What follows belongs to an exercise in optimizing a design on an open flow for small area, a short achievable clock period and few clock cycles per item; a production flow would make more cautious choices. No functional check of the RTL was part of any run shown here.

==> design/flow/design.v <==
`default_nettype none
package esc_pkg;
  localparam int unsigned SecondsW = 6;
  localparam int unsigned MinutesW = 6;
  localparam int unsigned HoursW   = 5;
  localparam int unsigned WeekdayW = 3;
  localparam int unsigned YearW    = 8;
  localparam int unsigned MonthW   = 4;
  localparam int unsigned DayW     = 5;
  localparam int unsigned EpochW   = 32;
  localparam int unsigned DaysW    = 16;
  localparam logic [5:0] SecsPerMin   = 6'd60;
  localparam logic [5:0] MinsPerHour  = 6'd60;
  localparam logic [5:0] HoursPerDay  = 6'd24;
  localparam logic [5:0] DaysPerWeek  = 6'd7;
  localparam logic [YearW-1:0] CenturySkipOff = 8'd130;
  localparam logic [MonthW-1:0] LastMonthIdx  = 4'd11;
  localparam logic [MonthW-1:0] FebIdx        = 4'd1;
  function automatic logic is_leap(input logic [YearW-1:0] year_off);
    is_leap = (year_off[1:0] == 2'd2) && (year_off != CenturySkipOff);
  endfunction
  function automatic logic [8:0] year_len(input logic [YearW-1:0] year_off);
    year_len = is_leap(year_off) ? 9'd366 : 9'd365;
  endfunction
  function automatic logic [4:0] month_len(input logic [MonthW-1:0] idx,
                                           input logic leap);
    logic [4:0] len;
    case (idx)
      4'd0:    len = 5'd31;
      4'd1:    len = leap ? 5'd29 : 5'd28;
      4'd2:    len = 5'd31;
      4'd3:    len = 5'd30;
      4'd4:    len = 5'd31;
      4'd5:    len = 5'd30;
      4'd6:    len = 5'd31;
      4'd7:    len = 5'd31;
      4'd8:    len = 5'd30;
      4'd9:    len = 5'd31;
      4'd10:   len = 5'd30;
      default: len = 5'd31;
    endcase
    month_len = len;
  endfunction
  function automatic logic [WeekdayW-1:0] weekday_of(input logic [2:0] r);
    logic [WeekdayW-1:0] wd;
    case (r)
      3'd0:    wd = 3'd5;
      3'd1:    wd = 3'd6;
      3'd2:    wd = 3'd7;
      3'd3:    wd = 3'd1;
      3'd4:    wd = 3'd2;
      3'd5:    wd = 3'd3;
      3'd6:    wd = 3'd4;
      default: wd = 3'd1;
    endcase
    weekday_of = wd;
  endfunction
endpackage
`default_nettype wire
`default_nettype none
module epoch_seconds_to_calendar_top (
  input  wire logic        clk,
  input  wire logic        rst,
  input  wire logic        din_valid,
  output wire logic        din_ready,
  input  wire logic [31:0] din_epoch_seconds,
  output wire logic        dout_valid,
  input  wire logic        dout_ready,
  output wire logic [5:0]  dout_second_of_minute,
  output wire logic [5:0]  dout_minute_of_hour,
  output wire logic [4:0]  dout_hour_of_day,
  output wire logic [2:0]  dout_weekday,
  output wire logic [7:0]  dout_year_offset,
  output wire logic [3:0]  dout_month_number,
  output wire logic [4:0]  dout_day_of_month
);
  logic adv;
  logic v1, v2, v3, v4;
  assign adv       = !v4 || dout_ready;
  assign din_ready = adv;
  logic [24:0] x0;
  logic [18:0] a0, a1, a2, a3, a4;
  logic [18:0] s1, c1, s2, c2, s3, c3;
  logic [5:0]  r1_xa;
  logic [6:0]  s1_g;       
  assign x0 = din_epoch_seconds[31:7];
  assign r1_xa = x0[24:19];
  assign s1_g[0] = 64'h9696969696969696 >> r1_xa & 1'b1;
  assign s1_g[1] = 64'h2bd42bd42bd42bd4 >> r1_xa & 1'b1;
  assign s1_g[2] = 64'hcce73318cce73318 >> r1_xa & 1'b1;
  assign s1_g[3] = 64'hf0f83c1f0f07c3e0 >> r1_xa & 1'b1;
  assign s1_g[4] = 64'h00ffc01ff007fc00 >> r1_xa & 1'b1;
  assign s1_g[5] = 64'hff00001ffff80000 >> r1_xa & 1'b1;
  assign s1_g[6] = 64'hffffffe000000000 >> r1_xa & 1'b1;
  assign a0 = 19'(x0[24:7]);
  assign a1 = 19'(x0[24:8]);
  assign a2 = 19'(x0[24:13]);
  assign a3 = 19'(x0[24:17]);
  assign a4 = 19'(s1_g);
  assign s1 = a0 ^ a1 ^ a2;
  assign c1 = ((a0 & a1) | (a0 & a2) | (a1 & a2)) << 1;
  assign s2 = s1 ^ c1 ^ a3;
  assign c2 = ((s1 & c1) | (s1 & a3) | (c1 & a3)) << 1;
  assign s3 = s2 ^ c2 ^ a4;
  assign c3 = ((s2 & c2) | (s2 & a4) | (c2 & a4)) << 1;
  logic [3:0] lo0;
  assign lo0 = {1'b0, s3[2:0]} + {1'b0, c3[2:0]};
  logic [15:0] r1_s, r1_c;
  logic        r1_ci;
  logic [17:0] r1_lo;      
  logic [10:0] s2_r;       
  logic        s2_c;       
  logic [5:0]  r1_qb;
  logic [5:0]  s2_q4e;
  logic [11:0] s2_l;
  logic [15:0] s2_qe;
  assign s2_qe  = r1_s + r1_c + {15'd0, r1_ci};
  assign s2_r   = r1_lo[17:7] - ({s2_qe[1:0], 9'd0} + {s2_qe[3:0], 7'd0} + {s2_qe[5:0], 5'd0}
                                 + {s2_qe[9:0], 1'd0} + s2_qe[10:0]);
  assign s2_c   = (s2_r >= 11'd675);
  logic        s2_ga, s2_gb;
  assign s2_ga  = (s2_qe >= 16'd47541);
  assign s2_gb  = (s2_qe >= 16'd47540);
  assign r1_qb  = s2_qe[15:10];
  assign s2_q4e[0] = 64'h6da4b6d24b6d24b6 >> r1_qb & 1'b1;
  assign s2_q4e[1] = 64'h71c738e38c71c738 >> r1_qb & 1'b1;
  assign s2_q4e[2] = 64'h81f83f03f07e07c0 >> r1_qb & 1'b1;
  assign s2_q4e[3] = 64'hfe003ffc007ff800 >> r1_qb & 1'b1;
  assign s2_q4e[4] = 64'h00003fffff800000 >> r1_qb & 1'b1;
  assign s2_q4e[5] = 64'hffffc00000000000 >> r1_qb & 1'b1;
  assign s2_l[0] = 64'h925b492db492db49 >> r1_qb & 1'b1;
  assign s2_l[1] = 64'h8e38c71c738e38c7 >> r1_qb & 1'b1;
  assign s2_l[2] = 64'h13a3762e44ecdc89 >> r1_qb & 1'b1;
  assign s2_l[3] = 64'h7198cee2339dc447 >> r1_qb & 1'b1;
  assign s2_l[4] = 64'h62237733bb111889 >> r1_qb & 1'b1;
  assign s2_l[5] = 64'h7c3c783c3c1e1f0e >> r1_qb & 1'b1;
  assign s2_l[6] = 64'h1264c912748d3b46 >> r1_qb & 1'b1;
  assign s2_l[7] = 64'h9c4771dc4711dc77 >> r1_qb & 1'b1;
  assign s2_l[8] = 64'he0787e1f87e1e078 >> r1_qb & 1'b1;
  assign s2_l[9] = 64'h9224c9324c9324c9 >> r1_qb & 1'b1;
  assign s2_l[10] = 64'he3b88e2388e2388e >> r1_qb & 1'b1;
  assign s2_l[11] = 64'h6e6446ee446ee446 >> r1_qb & 1'b1;
  logic [11:0] s2_rpa, s2_rpb;
  assign s2_rpa = s2_qe[11:0] + s2_l + {11'd0, s2_ga};
  assign s2_rpb = s2_qe[11:0] + s2_l + {10'd0, s2_gb, !s2_gb};
  function automatic logic [2:0] add7(input logic [2:0] a, input logic [2:0] b);
    logic [3:0] t;
    t = {1'b0, a} + {1'b0, b};
    add7 = t[2:0] + {2'd0, t[3]};
  endfunction
  logic [2:0] s2_wa, s2_wb, s2_wq;
  assign s2_wa = add7(add7(s2_qe[2:0], s2_qe[5:3]), s2_qe[8:6]);
  assign s2_wb = add7(add7(s2_qe[11:9], s2_qe[14:12]), 3'd4 + {2'd0, s2_qe[15]});
  assign s2_wq = add7(s2_wa, s2_wb);
  logic [11:0] r2_rpa, r2_rpb;
  logic        r2_c;
  logic [5:0]  r2_q4e;
  logic [10:0] r2_r;       
  logic [6:0]  r2_e;
  logic [2:0]  r2_wq;
  logic [11:0] s3_r;       
  logic [6:0]  s3_n;
  logic [2:0]  s3_nn;      
  logic [8:0]  s3_off;
  logic [8:0]  s3_doy;
  logic [7:0]  s3_ya;      
  assign s3_r = r2_c ? r2_rpb : r2_rpa;
  assign s3_n[0] = (s3_r >= 12'd365);
  assign s3_n[1] = (s3_r >= 12'd730);
  assign s3_n[2] = (s3_r >= 12'd1095);
  assign s3_n[3] = (s3_r >= 12'd1461);
  assign s3_n[4] = (s3_r >= 12'd1826);
  assign s3_n[5] = (s3_r >= 12'd2191);
  assign s3_n[6] = (s3_r >= 12'd2556);
  always_comb begin
    s3_nn = 3'd0;
    for (int i = 0; i < 7; i++) if (s3_n[i]) s3_nn = 3'(i + 1);
  end
  always_comb begin
    case (s3_nn)
      3'd0: s3_off = 9'd0;
      3'd1: s3_off = 9'd365;
      3'd2: s3_off = 9'd218;
      3'd3: s3_off = 9'd71;
      3'd4: s3_off = 9'd437;
      3'd5: s3_off = 9'd290;
      3'd6: s3_off = 9'd143;
      3'd7: s3_off = 9'd508;
      default: s3_off = 9'd0;
    endcase
  end
  assign s3_doy = s3_r[8:0] - s3_off;
  assign s3_ya  = {r2_q4e, 2'd0} + {5'd0, s3_nn} - 8'd2;
  logic [11:1] t;
  logic [3:0]  s3_mp;
    assign t[1] = (s3_doy >= 9'd31);
  assign t[2] = (s3_doy >= 9'd61);
  assign t[3] = (s3_doy >= 9'd92);
  assign t[4] = (s3_doy >= 9'd122);
  assign t[5] = (s3_doy >= 9'd153);
  assign t[6] = (s3_doy >= 9'd184);
  assign t[7] = (s3_doy >= 9'd214);
  assign t[8] = (s3_doy >= 9'd245);
  assign t[9] = (s3_doy >= 9'd275);
  assign t[10] = (s3_doy >= 9'd306);
  assign t[11] = (s3_doy >= 9'd337);
  always_comb begin
    s3_mp = 4'd0;
    for (int i = 1; i <= 11; i++) if (t[i]) s3_mp = 4'(i);
  end
  logic [2:0] s3_w4;
  logic [2:0] s3_wd;
  assign s3_w4 = add7(r2_wq, {2'd0, r2_c});
  assign s3_wd = (s3_w4 == 3'd7) ? 3'd1 : s3_w4 + 3'd1;
  logic [6:0]  s3_ha;
  logic [5:0]  s3_he;
  logic [8:0]  s3_l2;
  logic [8:0]  s3_hr;      
  assign s3_ha = r2_r[10:4];
  assign s3_he[0] = 128'h6cd993264c993264c99b366cd9b366cc >> s3_ha & 1'b1;
  assign s3_he[1] = 128'h70e1e3c78f1e3c78f1e3c78f1e3c78f0 >> s3_ha & 1'b1;
  assign s3_he[2] = 128'h7f01fc07f01fc07f01fc07f01fc07f00 >> s3_ha & 1'b1;
  assign s3_he[3] = 128'h8001fff8001fff8001fff8001fff8000 >> s3_ha & 1'b1;
  assign s3_he[4] = 128'h0001ffffffe0000001ffffffe0000000 >> s3_ha & 1'b1;
  assign s3_he[5] = 128'h0001fffffffffffffe00000000000000 >> s3_ha & 1'b1;
  assign s3_l2[0] = 128'h6cd993264c993264c99b366cd9b366cc >> s3_ha & 1'b1;
  assign s3_l2[1] = 128'h1c3870e1c3870e1c3878f1e3c78f1e3c >> s3_ha & 1'b1;
  assign s3_l2[2] = 128'h03f80fe03f80fe03f807f01fc07f01fc >> s3_ha & 1'b1;
  assign s3_l2[3] = 128'hfff8001fff8001fff8000fffc000fffc >> s3_ha & 1'b1;
  assign s3_l2[4] = 128'hfff80000007ffffff80000003ffffffc >> s3_ha & 1'b1;
  assign s3_l2[5] = 128'h932193264c993264ce64c993264c9930 >> s3_ha & 1'b1;
  assign s3_l2[6] = 128'h1c3e1c3870e1c3870f870e1c3870e1c0 >> s3_ha & 1'b1;
  assign s3_l2[7] = 128'he03fe03f80fe03f80ff80fe03f80fe00 >> s3_ha & 1'b1;
  assign s3_l2[8] = 128'h6ce66ce64c66ce64c664c66ce64c66cc >> s3_ha & 1'b1;
  assign s3_hr = {r2_r[5:0], r2_e[6:4]} + s3_l2;
  logic        s3_hc;
  logic [7:0]  s3_hrem;
  logic [5:0]  s3_h1;
  assign s3_hc   = (s3_hr >= 9'd225);
  assign s3_hrem = s3_hc ? 8'(s3_hr - 9'd225) : s3_hr[7:0];
  assign s3_h1   = s3_he + {5'd0, s3_hc};
  logic [4:0]  r3_dl;      
  logic [3:0]  r3_mp;
  logic [7:0]  r3_ya;
  logic [2:0]  r3_wd;
  logic [4:0]  r3_h;
  logic [9:0]  r3_z;       
  logic [1:0]  r3_s;
  logic [4:0]  s4_cum;     
  logic [3:0]  s4_month;
  always_comb begin
    case (r3_mp)
      4'd0: begin s4_cum = 5'd31; s4_month = 4'd3; end
      4'd1: begin s4_cum = 5'd30; s4_month = 4'd4; end
      4'd2: begin s4_cum = 5'd28; s4_month = 4'd5; end
      4'd3: begin s4_cum = 5'd27; s4_month = 4'd6; end
      4'd4: begin s4_cum = 5'd25; s4_month = 4'd7; end
      4'd5: begin s4_cum = 5'd24; s4_month = 4'd8; end
      4'd6: begin s4_cum = 5'd23; s4_month = 4'd9; end
      4'd7: begin s4_cum = 5'd21; s4_month = 4'd10; end
      4'd8: begin s4_cum = 5'd20; s4_month = 4'd11; end
      4'd9: begin s4_cum = 5'd18; s4_month = 4'd12; end
      4'd10: begin s4_cum = 5'd17; s4_month = 4'd1; end
      4'd11: begin s4_cum = 5'd16; s4_month = 4'd2; end
      default: begin s4_cum = 5'd0; s4_month = 4'd0; end
    endcase
  end
  logic [6:0]  s4_ma;
  logic [5:0]  s4_me;
  logic [4:0]  s4_l3;
  logic [4:0]  s4_mr;      
  assign s4_ma = r3_z[9:3];
  assign s4_me[0] = 128'hcc999933326664ccc999933326664ccc >> s4_ma & 1'b1;
  assign s4_me[1] = 128'hf0e1e1c3c387870f0e1e1c3c387870f0 >> s4_ma & 1'b1;
  assign s4_me[2] = 128'h00fe01fc03f807f00fe01fc03f807f00 >> s4_ma & 1'b1;
  assign s4_me[3] = 128'h00fffe0003fff8000fffe0003fff8000 >> s4_ma & 1'b1;
  assign s4_me[4] = 128'h00fffffffc0000000fffffffc0000000 >> s4_ma & 1'b1;
  assign s4_me[5] = 128'h00fffffffffffffff000000000000000 >> s4_ma & 1'b1;
  assign s4_l3[0] = 128'hcc999933326664ccc999933326664ccc >> s4_ma & 1'b1;
  assign s4_l3[1] = 128'hf0e1e1c3c387870f0e1e1c3c387870f0 >> s4_ma & 1'b1;
  assign s4_l3[2] = 128'h00fe01fc03f807f00fe01fc03f807f00 >> s4_ma & 1'b1;
  assign s4_l3[3] = 128'h00fffe0003fff8000fffe0003fff8000 >> s4_ma & 1'b1;
  assign s4_l3[4] = 128'hcc6666ccce6664ccc6666ccce6664ccc >> s4_ma & 1'b1;
  assign s4_mr = r3_z[4:0] + s4_l3;
  logic        s4_mc;
  assign s4_mc = (s4_mr >= 5'd15);
  logic [5:0]  r4_sec;
  logic [5:0]  r4_min;
  logic [4:0]  r4_hour;
  logic [2:0]  r4_wd;
  logic [7:0]  r4_year;
  logic [3:0]  r4_month;
  logic [4:0]  r4_day;
  assign dout_valid            = v4;
  assign dout_second_of_minute = r4_sec;
  assign dout_minute_of_hour   = r4_min;
  assign dout_hour_of_day      = r4_hour;
  assign dout_weekday          = r4_wd;
  assign dout_year_offset      = r4_year;
  assign dout_month_number     = r4_month;
  assign dout_day_of_month     = r4_day;
  always_ff @(posedge clk) begin
    if (rst) begin
      v1 <= 1'b0;
      v2 <= 1'b0;
      v3 <= 1'b0;
      v4 <= 1'b0;
    end else if (adv) begin
      v1 <= din_valid;
      v2 <= v1;
      v3 <= v2;
      v4 <= v3;
    end
  end
  always_ff @(posedge clk) begin
    if (adv) begin
      r1_s     <= s3[18:3];
      r1_c     <= c3[18:3];
      r1_ci    <= lo0[3];
      r1_lo    <= din_epoch_seconds[17:0];
      r2_rpa   <= s2_rpa;
      r2_rpb   <= s2_rpb;
      r2_c     <= s2_c;
      r2_q4e   <= s2_q4e;
      r2_r     <= s2_r;
      r2_e     <= r1_lo[6:0];
      r2_wq    <= s2_wq;
      r3_dl    <= s3_doy[4:0];
      r3_mp    <= s3_mp;
      r3_ya    <= s3_ya;
      r3_wd    <= s3_wd;
      r3_h     <= (s3_h1 >= 6'd24) ? 5'(s3_h1 - 6'd24) : s3_h1[4:0];
      r3_z     <= {s3_hrem, r2_e[3:2]};
      r3_s     <= r2_e[1:0];
      r4_sec   <= {(s4_mc ? 4'(s4_mr - 5'd15) : s4_mr[3:0]), r3_s};
      r4_min   <= s4_me + {5'd0, s4_mc};
      r4_hour  <= r3_h;
      r4_wd    <= r3_wd;
      r4_year  <= r3_ya + {7'd0, r3_mp >= 4'd10};
      r4_month <= s4_month;
      r4_day   <= r3_dl - s4_cum;
    end
  end
endmodule
`default_nettype wire
==> design/flow/run.sh <==
#!/bin/bash
# synth_recipe.tcl (not shown) runs the flow's synth.tcl, then flattens the netlist and writes it again
# the make line also repeats each setting of config.mk as NAME=value (left out here)
make -C /OpenROAD-flow-scripts/flow DESIGN_CONFIG=/design/flow/config.mk WORK_HOME=/design/flow/orfs CLKGATE_MAP_FILE= SYNTH_SCRIPT=/design/flow/synth_recipe.tcl finish
==> design/flow/config.mk <==
export PLATFORM = sky130hd
export DESIGN_NAME = epoch_seconds_to_calendar_top
export DESIGN_NICKNAME = epoch_seconds_to_calendar_top
export VERILOG_FILES = /design/flow/design.v
export SDC_FILE = /design/flow/constraint.sdc
export NUM_CORES = 4
export LEC_CHECK = 0
export CAP_MARGIN = 20
export CORE_MARGIN = 2
export CORE_UTILIZATION = 40
export SETUP_SLACK_MARGIN = 5
export SLEW_MARGIN = 20
==> design/flow/constraint.sdc <==
create_clock -name core_clock -period 11.0 [get_ports {clk}]
set_input_delay 2.2000 -clock core_clock [delete_from_list [all_inputs] [get_ports {clk}]]
set_output_delay 2.2000 -clock core_clock [all_outputs]
set_load 0.01 [all_outputs]
==> results of run 1 <==
## layout by cell type, fill, tap and decap left out, drive strengths merged, types with 24 or more instances in the layout
cell	instances
ha	210
edfxtp	177
inv	172
nand2	133
o21ai	124
a21oi	122
nor2	103
buf	94
xnor2	80
clkdlybuf4s50	74
fa	54
xor2	40
mux2i	39
nand3	31
a21o	29
a211oi	29
nor3	28
o211ai	27
a31oi	24
## metal layers
metal	up-vias	track usage	share of wire
met5	-	0	0
met4	0	0.0763	0.025
met3	79	0.0290	0.051
met2	460	0.301	0.48
met1	6411	0.229	0.44
li1	6694	-	-
## through the flow
stage	cells	cell area [sq um]
floorplan	1786	17200
global placement	2331	18400
detailed placement	2331	18400
CTS	2405	19600
global route	2452	20400
finish	2452	20400
## cell families after synthesis
| kind of cell | count (synthesis) | synth area share |
|---|---|---|
| AOI/OAI and AO/OA | 490 | 0.186 |
| xor gates and xnor gates | 123 | 0.0653 |
| adders and majority gates | 266 | 0.218 |
| buffers and inverters | 258 | 0.0586 |
| DFF | 181 | 0.315 |
| muxes | 64 | 0.0458 |
| and+or+nand+nor | 404 | 0.111 |
## what timing repair did
item                                    in CTS  in global routing
cloned                                       5                  6
pin swaps                                   19                 29
buffers inserted                            37                 41
hold buffers                                 0                  0
resized for setup                           66                 69
endpoints found under the setup margin      23                 16
## flip-flops by register name, summed over array words and instances, names as in the netlist, 8 cells and up
register / cells
r1_lo: 18
r1_c: 16
r1_s: 16
r2_rpa: 12
r2_rpb: 12
r2_r: 11
r3_z: 10
r3_ya: 8
r4_year: 8
## worst max-delay path by stage
| stage | start | endpoint |
|---|---|---|
| 2_1_floorplan | dout_ready | din_ready |
| 4_1_cts | r1_s[0] | r2_wq[2] |
| 3_5_place_dp | r1_s[0] | r2_wq[2] |
| 6_report | r1_ci | r2_wq[2] |
| 3_3_place_gp | r1_s[0] | r2_wq[2] |
| 5_1_grt | r1_ci | r2_rpa[11] |
## worst reg2reg max path: cells and delay by family (launching register included)
family                     cells  cell delay, ns
buffers and inverters          3            0.45
adders and majority gates      9            2.21
AOI/OAI and AO/OA              6            1.21
DFF                            1            0.40
and+or+nand+nor                2            0.36
xor gates and xnor gates       7            1.03
## cell type report
class | instances | area share
clock inverter | 15 | 0.00853
tap | 539 | 0.0331
clock buffer | 17 | 0.0209
sequential | 181 | 0.265
timing repair buffer | 177 | 0.0889
timing repair inverter | 2 | 0.000491
multi-input combinational | 1347 | 0.550
inverter | 174 | 0.0340
==> impl_metrics.json, run 1 <==
{
  "status": "timing/DRC/antenna clean",
  "multi_input_area_sq_um": 11200,
  "clock_sink_count": 181,
  "grt_overflow": 0,
  "die_h_um": 211,
  "synth_async_sr_flop_share": 0,
  "synthTopCellsByArea": "sky130_fd_sc_hd__edfxtp_1, sky130_fd_sc_hd__ha_1, sky130_fd_sc_hd__fa_1",
  "ctsRootBufferMaster": "sky130_fd_sc_hd__clkbuf_16",
  "synth_warnings": 1,
  "fmax_ghz": 0.169,
  "clk_pin_slew_worst_paths_ns": 0.07,
  "hold_start": "r1_lo[6]",
  "timing.reg2reg.setup_slack_ns": 5.08,
  "crit_family": "adder cells",
  "worst_path_max_delay_cell": "sky130_fd_sc_hd__fa_2",
  "n_antenna_cell": 0,
  "fin_tns_setup_ns": 0,
  "final-hold-violation-count": 0,
  "place.detailed.hpwl_um": 27500,
  "average_size_of_a_mapped_cell_sq_um": 9.59,
  "cts_made_buffers": 17,
  "detailedRoute.firstPassIterationCount": 5,
  "timing.critical_path.buf_inv": 3,
  "grt_start_max_net_pins": 67,
  "synth_nets": 2086,
  "min_path_cells": 0,
  "report.final.setup_viol": 0,
  "reg2reg_depth": 27,
  "clock_skews_ns": 0.0102,
  "critPathKind": "reg -> reg",
  "worstMarginPinSlew_ns": 0.938,
  "wl_per_cell_um": 16.4,
  "port-buffer-count": 74,
  "tritoncts": "done",
  "slew_violations": 0,
  "post_synth_instance_area_sq_um": 17100,
  "max_stage_delay_ns": 0.43,
  "place_ws_ns": 4.04,
  "start_kind": "flip-flop",
  "synth.yosys.seq_area_share": 0.315,
  "finalWorstPathRequiredPeriod_ns": 5.92,
  "cap_viol_max_count": 0,
  "rsz0062_at_grt": "yes",
  "core_area_sq_um": 42100,
  "synth.lib_cells_used.distinct": 85,
  "slew_headroom": 0.374,
  "worst-path-max-fanout": 10,
  "netlist_top_cells_count": "sky130_fd_sc_hd__ha_1, sky130_fd_sc_hd__edfxtp_1, sky130_fd_sc_hd__inv_1",
  "layout.nets": 2200,
  "final.setup.worst_slack_ns": 5.08,
  "final_layout_size_suffix_gt1_frac": 0.137,
  "initialDrtViolationCount": 919,
  "number_of_enable_flip_flop_cells_after_synthesis": 177,
  "area_growth_syn_to_layout_pct": 19.1,
  "ff_latch_area_sq_um": 5400,
  "clock_latency_reported_for_the_late_side_of_the_worst_skew_pair_ns": 0.48,
  "initial_utilization": 0.407,
  "cell_count_after_synthesis": 1786,
  "timing.hold.worst_endpoint": "r2_e[6]",
  "drc": 0,
  "post-synth-top-area-cell": "sky130_fd_sc_hd__edfxtp_1",
  "drt.antenna.violating_nets": 0,
  "worst_hold_path_type": "reg -> reg",
  "rr_startpoint": "r1_ci",
  "critPathArrivalTime_ns": 6.15,
  "top_level_ports": 75,
  "synth_top_area_share": 0.310,
  "cp.depth": 27,
  "nFillCells": 3857,
  "replace_congestion": 0.922,
  "first_pass_grt_wire_length_um": 64200,
  "final_cycle_share": 0.539,
  "post-synth-top-count-cell": "sky130_fd_sc_hd__ha_1",
  "via_per_inst": 5.56,
  "final_util": 0.484,
  "clock_tree.buffer_depth": 2,
  "rows": 75,
  "vias": 13600,
  "timing.critical_path.to_type": "flip-flop",
  "h-tree-depth": 4,
  "die_area_sq_um": 44500,
  "final.hold.worst_slack_ns": 0.415,
  "postSynth.topFlopCell": "sky130_fd_sc_hd__edfxtp_1",
  "grtUsageTotal": 0.179,
  "drt_wl_total_um": 40300,
  "number_of_global_route_vias_before_repair": 13000,
  "cp_data_required_time_ns": 11.23,
  "r2r_end": "r2_wq[2]",
  "die_w_um": 211,
  "ys_ff_latch": 181,
  "worst_path_most_repeated_cell": "sky130_fd_sc_hd__ha_1",
  "grt_antenna_before_repair": 0
}
==> run 2, diff against run 1 <==
==> design/flow/flow/run.sh (new file) <==
#!/bin/bash
set -euo pipefail
bash standard.sh SETUP_SLACK_MARGIN=6 'BUFFER_PORTS_ARGS=-buffer_cell sky130_fd_sc_hd__buf_2' finish > standard_finish.log 2>&1
==> design/flow/standard.sh (new file) <==
#!/bin/bash
# synth_recipe.tcl (not shown) runs the flow's synth.tcl, then flattens the netlist and writes it again
# the make line also repeats each setting of config.mk as NAME=value (left out here)
make -C /OpenROAD-flow-scripts/flow DESIGN_CONFIG=/design/flow/config.mk WORK_HOME=/design/flow/orfs CLKGATE_MAP_FILE= SYNTH_SCRIPT=/design/flow/synth_recipe.tcl "${@:-finish}"
--- a/design/flow/config.mk
+++ b/design/flow/config.mk
@@ -8,5 +8,4 @@
 export CAP_MARGIN = 20
 export CORE_MARGIN = 2
 export CORE_UTILIZATION = 40
-export SETUP_SLACK_MARGIN = 5
 export SLEW_MARGIN = 20
removed: design/flow/run.sh
==> impl_metrics.json, run 2 <==
{
  "clock_latency_reported_for_the_late_side_of_the_worst_skew_pair_ns": 0.49,
  "synth_nets": 2086,
  "ys_ff_latch": 181,
  "port-buffer-count": 74,
  "synth_warnings": 1,
  "average_size_of_a_mapped_cell_sq_um": 9.59,
  "slew_headroom": 0.400,
  "cap_viol_max_count": 0,
  "synth.lib_cells_used.distinct": 85,
  "max_stage_delay_ns": 0.43,
  "start_kind": "flip-flop",
  "top_level_ports": 75,
  "die_h_um": 211,
  "vias": 14000,
  "postSynth.topFlopCell": "sky130_fd_sc_hd__edfxtp_1",
  "die_w_um": 211,
  "synth_async_sr_flop_share": 0,
  "worst-path-max-fanout": 40,
  "worst_path_max_delay_cell": "sky130_fd_sc_hd__fa_2",
  "critPathKind": "reg -> reg",
  "synth.yosys.seq_area_share": 0.315,
  "critPathArrivalTime_ns": 5.98,
  "h-tree-depth": 4,
  "clock_skews_ns": 0.00874,
  "via_per_inst": 5.59,
  "timing.critical_path.to_type": "flip-flop",
  "detailedRoute.firstPassIterationCount": 5,
  "netlist_top_cells_count": "sky130_fd_sc_hd__ha_1, sky130_fd_sc_hd__edfxtp_1, sky130_fd_sc_hd__inv_1",
  "number_of_enable_flip_flop_cells_after_synthesis": 177,
  "clk_pin_slew_worst_paths_ns": 0.07,
  "cell_count_after_synthesis": 1786,
  "status": "timing/DRC/antenna clean",
  "hold_start": "r1_lo[1]",
  "drt_wl_total_um": 42400,
  "multi_input_area_sq_um": 12100,
  "final_cycle_share": 0.522,
  "fin_tns_setup_ns": 0,
  "replace_congestion": 0.882,
  "place.detailed.hpwl_um": 28300,
  "crit_start": "r1_ci",
  "ff_latch_area_sq_um": 5400,
  "finalWorstPathRequiredPeriod_ns": 5.75,
  "cts.hold.buffers_added": 0,
  "largest_registers": "r1_lo (18), r1_c (16), r1_s (16)",
  "first_pass_grt_wire_length_um": 68700,
  "clock_sink_count": 181,
  "timing.critical_path.buf_inv": 5,
  "max_flop_register": "r1_lo",
  "drt.antenna.violating_nets": 0,
  "rows": 75,
  "wl_per_cell_um": 16.9,
  "area_growth_syn_to_layout_pct": 25.0,
  "report.final.setup_viol": 0,
  "rr_startpoint": "r1_ci",
  "dp.cells": 2330,
  "post-synth-top-area-cell": "sky130_fd_sc_hd__edfxtp_1",
  "layout.nets": 2255,
  "mostFrequentLayoutCells": "sky130_fd_sc_hd__edfxtp_1, sky130_fd_sc_hd__ha_1, sky130_fd_sc_hd__inv_1",
  "core_area_sq_um": 42100,
  "die_area_sq_um": 44500,
  "grt_overflow": 0,
  "initialDrtViolationCount": 937,
  "synthTopCellsByArea": "sky130_fd_sc_hd__edfxtp_1, sky130_fd_sc_hd__ha_1, sky130_fd_sc_hd__fa_1",
  "clock_tree.buffer_depth": 2,
  "grt_start_max_net_pins": 57,
  "final-hold-violation-count": 0,
  "slew_violations": 0,
  "number_of_global_route_vias_before_repair": 14000,
  "drc": 0,
  "crit_family": "compound AO/OA/AOI/OAI gates",
  "tritoncts": "done",
  "largest_register_ff_count": 18,
  "final_layout_size_suffix_gt1_frac": 0.264,
  "n_antenna_cell": 0,
  "worstMarginPinSlew_ns": 0.901,
  "nFillCells": 3750,
  "cts_made_buffers": 17,
  "worst_hold_path_type": "reg -> reg",
  "ctsRootBufferMaster": "sky130_fd_sc_hd__clkbuf_16",
  "synth_top_area_share": 0.310,
  "layout_commonest_cell": "sky130_fd_sc_hd__edfxtp_1",
  "grt_antenna_before_repair": 1,
  "instances_no_fill": 2507,
  "post_synth_instance_area_sq_um": 17100,
  "rsz0062_at_grt": "yes",
  "post-synth-top-count-cell": "sky130_fd_sc_hd__ha_1",
  "grtUsageTotal": 0.191,
  "initial_utilization": 0.407,
  "cp_data_required_time_ns": 11.23,
  "fmax_ghz": 0.174
}
run 2: cell types whose count changed in the layout (fill, tap and decap cells not counted), moves of 18 or more:
cell / previous run / this run
sky130_fd_sc_hd__buf_2: 0 / 73
sky130_fd_sc_hd__buf_4: 82 / 128
sky130_fd_sc_hd__clkdlybuf4s50_1: 74 / 0
sky130_fd_sc_hd__ha_1: 195 / 174
sky130_fd_sc_hd__o21ai_0: 116 / 95
sky130_fd_sc_hd__o21ai_1: 4 / 22
run 2: final timing paths:
kind,depth (start not counted),end,slack [ns]
setup reg to reg,25,r2_rpa[11],5.25
hold / removal,0,r2_e[1],0.42
setup / recovery,25,r2_rpa[11],5.25
hold reg to reg,0,r2_e[1],0.42
run 2: logic make-up after synthesis:
family / after synthesis / share of synthesized area
buf+inv: 258 / 0.0586
compound gates: 490 / 0.186
xor+xnor: 123 / 0.0653
mux: 64 / 0.0458
flops: 181 / 0.315
fa+ha+maj: 266 / 0.218
simple gates: 404 / 0.111
run 2: worst register-to-register path: stages (launching register included):
cell and delay [ns]:
sky130_fd_sc_hd__edfxtp_1 0.40, sky130_fd_sc_hd__fa_2 0.43, sky130_fd_sc_hd__inv_2 0.07, sky130_fd_sc_hd__fa_2 0.21, sky130_fd_sc_hd__nor2b_2 0.05, sky130_fd_sc_hd__o31a_1 0.34
sky130_fd_sc_hd__o22a_2 0.25, sky130_fd_sc_hd__o211a_1 0.27, sky130_fd_sc_hd__buf_12 0.19, sky130_fd_sc_hd__inv_8 0.23, sky130_fd_sc_hd__nor2_1 0.18, sky130_fd_sc_hd__a221oi_1 0.32
sky130_fd_sc_hd__o21ai_1 0.14, sky130_fd_sc_hd__mux2_4 0.30, sky130_fd_sc_hd__ha_4 0.23, sky130_fd_sc_hd__a21oi_4 0.18, sky130_fd_sc_hd__o21ai_4 0.08, sky130_fd_sc_hd__a2111oi_4 0.36
sky130_fd_sc_hd__nor3_2 0.09, sky130_fd_sc_hd__a221oi_2 0.29, sky130_fd_sc_hd__buf_4 0.19, sky130_fd_sc_hd__xnor2_4 0.13, sky130_fd_sc_hd__o21ai_2 0.09, sky130_fd_sc_hd__buf_4 0.15
sky130_fd_sc_hd__nor3_4 0.11, sky130_fd_sc_hd__xnor3_1 0.24
run 2: metal layers:
metal  GRT usage  vias to the layer above  part of all wire
met5           0                        -                 0
met4      0.0789                        0             0.030
met3      0.0367                      108             0.052
met2       0.323                      445              0.48
met1       0.241                     6676              0.44
li1            -                     6787                 -
run 2: cell type report:
cell class	instances	share of cell area
clock buffers	18	0.0200
clock inverters	14	0.0102
inverters	174	0.0332
multi-input cells	1347	0.566
flip-flops and latches	181	0.252
well taps	539	0.0315
repair buffers	233	0.0871
repair inverters	1	0.000234
run 2: stage by stage:
step / setup slack (ns) / cell area [sq um] / util / hold slack (ns)
after floorplan: 4.34 / 17800 / - / 0.400
after global placement: 4.45 / 18400 / 0.436 / 0.400
after detailed placement: 4.38 / 18400 / 0.436 / 0.405
after CTS: 5.28 / 20500 / 0.486 / 0.424
after global routing: 4.98 / 21400 / 0.508 / 0.430
final: 5.25 / 21400 / 0.508 / 0.422
run 2: timing repair:
action                                  in CTS  in global routing
pin swaps                                   73                 87
buffers inserted                            93                 46
gates cloned                                 5                  1
resized for setup                          127                126
endpoints found under the hold margin        0                  0
endpoints found under the setup margin      49                 42

port drivers added, routing unchanged:
The results above use ideal ports. As a check the final layouts listed here were re-extracted and re-timed, cells and wires unchanged. Step 1, drivers: a clkbuf_16 drives clk and a buf_2 each remaining input, both assumed. Step 2 moves the port delays by t, midway between the first and last clock arrival at a register: inputs arrive t later, outputs are due t later. That takes back most of the time a late clock gives input paths. Three values: ideal, step 1, step 2; two values: the first two.
run	shift t [ns]	setup WS [ns]	worst setup path at the end
run 1	0.528	5.075 / 5.070 / 5.070	input to output
run 2	0.538	5.253 / 5.253 / 5.253	register to register
After both steps setup and hold are still met in every run listed. The setup slack of run 1, which loses most, moves by -0.005 ns with the drivers and by -0.005 ns with both steps.
